What follows belongs to an exercise in optimizing a design on an open flow for small area, a short achievable clock period and few clock cycles per item; a production flow would make more cautious choices.
The RTL was checked by simulation tests, not by an equivalence proof against the original design.

## butterfly2_pipe
module butterfly2_pipe #(
    parameter int N = 16,
    parameter int Q = 14
) (
    input  logic                clk,
    input  logic                rst,
    input  logic                in_valid,
    output logic                in_ready,
    input  logic                in_inv,
    input  logic                in_scale,
    input  logic signed [N-1:0] in0_r,
    input  logic signed [N-1:0] in0_i,
    input  logic signed [N-1:0] in1_r,
    input  logic signed [N-1:0] in1_i,
    input  logic signed [N-1:0] twiddle_r,
    input  logic signed [N-1:0] twiddle_i,
    output logic                out_valid,
    input  logic                out_ready,
    output logic signed [N-1:0] out0_r,
    output logic signed [N-1:0] out0_i,
    output logic signed [N-1:0] out1_r,
    output logic signed [N-1:0] out1_i,
    output logic                ovf,
    input  logic                ovf_clr
);
Size in the first run: ~3600 cells after synthesis, about 360 flip-flops, ~170 I/O pins.
make LEC_CHECK=0 CAP_MARGIN=20 CORE_MARGIN=2 CORE_UTILIZATION=40 SETUP_SLACK_MARGIN=5 SLEW_MARGIN=20 finish   # period 9.0 ns
run.sh (not shown) runs the stock make flow with config.mk's settings and CLKGATE_MAP_FILE= SYNTH_SCRIPT=/design/flow/synth_recipe.tcl, a recipe that flattens the netlist after the stock synthesis.
The starting point went through all stages and came out clean.
Testbench counts at the start, summed over its fixed seeds: cycles 24,024, items 24,000.
==> next run, changes <==
==> flow/flow/run.sh (new file) <==
#!/bin/bash
set -e
export BUFFER_PORTS_ARGS="-buffer_cell sky130_fd_sc_hd__buf_2"
bash standard.sh > standard.log 2>&1
==> flow/standard.sh (new file) <==
#!/bin/bash
# synth_recipe.tcl (not shown) runs the flow's synth.tcl, then flattens the netlist and writes it again
# the make line also repeats each setting of config.mk as NAME=value (left out here)
make -C /OpenROAD-flow-scripts/flow DESIGN_CONFIG=/design/flow/config.mk WORK_HOME=/design/flow/orfs CLKGATE_MAP_FILE= SYNTH_SCRIPT=/design/flow/synth_recipe.tcl "${@:-finish}"
- SETUP_SLACK_MARGIN: 5 -> 4.75
removed: flow/run.sh
Outcome:
- The new run passed the timing, DRC and antenna checks
- worst hold slack improves by 0.010 ns
- critical path depth rises by 1
- setup slack gets worse by 0.081 ns
- cell area came out lower by a little under a tenth
- routed wire length is lower by a few percent
- count of clock-buffer cells in the layout rose by 1
- synthesized cell count stays the same
- clock skew went up by 0.030 ns

* * *

butterfly2_pipe, a different RTL version from the one above (not shown whole).
Size in the first run: about 3500 cells after synthesis, roughly 170 I/O pins, roughly 39000 um^2 of cells after synthesis.
export LEC_CHECK = 0
export CAP_MARGIN = 20
export CORE_MARGIN = 2
export CORE_UTILIZATION = 40
export SLEW_MARGIN = 20
create_clock -name core_clock -period 9.0 [get_ports {clk}]
standard.sh (not shown) runs the stock make flow with config.mk's settings and CLKGATE_MAP_FILE= SYNTH_SCRIPT=/design/flow/synth_recipe.tcl, a recipe that flattens the netlist after the stock synthesis.
==> flow/flow/run.sh <==
#!/bin/bash
# The standard layout (standard.sh: ORFS with the standard flow's config, constraints
# and scripts), with two changes after synthesis:
#  - the buffers ORFS puts on every input and output port are buf_2 cells
#    instead of the default clkdlybuf4s50_1 delay cells;
#  - timing repair aims at 5.0 ns of setup slack at the fixed 9 ns period
#    (a 4.0 ns path delay).
# Synthesis is the standard one, run on its own first.
set -euo pipefail
export BUFFER_PORTS_ARGS="-buffer_cell sky130_fd_sc_hd__buf_2"
bash standard.sh synth > synth.log 2>&1
bash standard.sh finish SETUP_SLACK_MARGIN=5.0 > layout.log 2>&1
The first run produced a clean layout.
Testbench counts at the start, summed over its fixed seeds: cycles 24,024, items 24,000.
Rerun with:
--- a/flow/flow/run.sh
+++ b/flow/flow/run.sh
@@ -6,2 +6,2 @@
-#  - timing repair aims at 5.0 ns of setup slack at the fixed 9 ns period
-#    (a 4.0 ns path delay).
+#  - timing repair aims at 5.15 ns of setup slack at the fixed 9 ns period
+#    (a 3.85 ns path delay).
@@ -12 +12 @@
-bash standard.sh finish SETUP_SLACK_MARGIN=5.0 > layout.log 2>&1
+bash standard.sh finish SETUP_SLACK_MARGIN=5.15 > layout.log 2>&1
--- a/flow/config.mk
+++ b/flow/config.mk
@@ -10,0 +11,2 @@
+export CTS_CLUSTER_DIAMETER = 80
+export CTS_CLUSTER_SIZE = 30
Worst hold slack stays flat; final area climbs by 5.5%; via count went up by about 4.4%.
Rerun with:
--- a/flow/flow/run.sh
+++ b/flow/flow/run.sh
@@ -6,2 +6,2 @@
-#  - timing repair aims at 5.15 ns of setup slack at the fixed 9 ns period
-#    (a 3.85 ns path delay).
+#  - timing repair aims at 5.0 ns of setup slack at the fixed 9 ns period
+#    (a 4.0 ns path delay).
@@ -12 +12 @@
-bash standard.sh finish SETUP_SLACK_MARGIN=5.15 > layout.log 2>&1
+bash standard.sh finish SETUP_SLACK_MARGIN=5.0 > layout.log 2>&1
--- a/flow/config.mk
+++ b/flow/config.mk
@@ -10 +10 @@
-export CORE_UTILIZATION = 40
+export CORE_UTILIZATION = 45
What happened: Critical path depth rose by 8. Maximum frequency fell by 2.0%. Final area fell by about 5.4%.

* * *

## v6
Another version of the RTL of butterfly2_pipe (not shown whole).
Size: roughly 3500 cells after synthesis, ~170 I/O pins, ~39000 um2 of cells after synthesis.
// butterfly2_pipe
module butterfly2_pipe #(
    parameter int N = 16,
    parameter int Q = 14
) (
    input  logic                clk,
    input  logic                rst,
    input  logic                in_valid,
    output logic                in_ready,
    input  logic                in_inv,
    input  logic                in_scale,
    input  logic signed [N-1:0] in0_r,
    input  logic signed [N-1:0] in0_i,
    input  logic signed [N-1:0] in1_r,
    input  logic signed [N-1:0] in1_i,
    input  logic signed [N-1:0] twiddle_r,
    input  logic signed [N-1:0] twiddle_i,
    output logic                out_valid,
    input  logic                out_ready,
    output logic signed [N-1:0] out0_r,
    output logic signed [N-1:0] out0_i,
    output logic signed [N-1:0] out1_r,
    output logic signed [N-1:0] out1_i,
    output logic                ovf,
    input  logic                ovf_clr
);
Settings: LEC_CHECK=0, CAP_MARGIN=20, CORE_MARGIN=2, CORE_UTILIZATION=40, SLEW_MARGIN=20; clock period 9.0 ns.
==> flow/flow/run.sh <==
#!/bin/bash
# The standard layout (standard.sh: ORFS with the standard flow's config, constraints
# and scripts), with two changes after synthesis:
#  - the buffers ORFS puts on every input and output port are buf_2 cells
#    instead of the default clkdlybuf4s50_1 delay cells;
#  - timing repair aims at 4.9 ns of setup slack at the fixed 9 ns period
#    (a 4.1 ns path delay).
# Synthesis is the standard one, run on its own first.
set -euo pipefail
export BUFFER_PORTS_ARGS="-buffer_cell sky130_fd_sc_hd__buf_2"
bash standard.sh synth > synth.log 2>&1
bash standard.sh finish SETUP_SLACK_MARGIN=4.9 > layout.log 2>&1
Testbench counts of v6, summed over its fixed seeds: cycles 24,024, items 24,000.
diff inputs: v6 => v7
# v6
export LEC_CHECK = 0
export CAP_MARGIN = 20
export CORE_MARGIN = 2
export CORE_UTILIZATION = 40
export SLEW_MARGIN = 20
create_clock -name core_clock -period 9.0 [get_ports {clk}]
# v7
export LEC_CHECK = 0
export CAP_MARGIN = 20
export CORE_MARGIN = 2
export CORE_UTILIZATION = 40
export CTS_CLUSTER_DIAMETER = 80
export CTS_CLUSTER_SIZE = 30
export SLEW_MARGIN = 20
create_clock -name core_clock -period 9.0 [get_ports {clk}]
==> results.txt <==
Total wirelength of the detailed-routed design in v7 vs v6: down 1.0%. v7: filler-free cell count of the finished design 40 below v6. Summary of v7 over v6: count of nets left with antenna violations after detail routing roughly the same; clock-buffer cell count lower; maximum frequency roughly the same; simple-gate share of the synthesized area roughly the same. v7: share of the final layout cell area in sequential cells is 0.40 points higher than what v6 reported.

## what the ideal ports hide
How much do the figures lean on ideal ports? The routed layouts below were timed once more, with nothing changed but the port constraints.
Step 1 assumes that a clkbuf_16 drives the clock port and a buf_2 every other input.
Step 2 adds t to the input delays and takes it off the output delays; t is the mean of the earliest and latest rising clock arrival at the registers after step 1. Input paths then give back, and output paths get back, about the clock's delay inside the block.
a / b / c = ideal / step 1 / step 2; a / b = the first two.
run | t, ns | slack for setup (ns) | clock arrival spread, ns
the first run of note 1 | 0.690 | 4.924 / 4.924 / 4.800 | 0.034 / 0.034
the second run of note 1 | 0.703 | 4.842 / 4.842 / 4.708 | 0.060 / 0.060
the first run of note 2 | 0.659 | 4.960 / 4.889 / 4.934 | 0.024 / 0.024
the second run of note 2 | 0.700 | 4.973 / 4.919 / 4.586 | 0.057 / 0.057
the third run of note 2 | 0.687 | 4.890 / 4.822 / 4.944 | 0.030 / 0.030
v6 | 0.680 | 4.864 / 4.794 / 4.406 | 0.051 / 0.051
v7 | 0.701 | 4.857 / 4.823 / 4.432 | 0.027 / 0.028
After both steps setup and hold are still met in every run listed. The setup slack of v6, which loses most, moves by -0.070 ns with the drivers and by -0.458 ns with both steps.
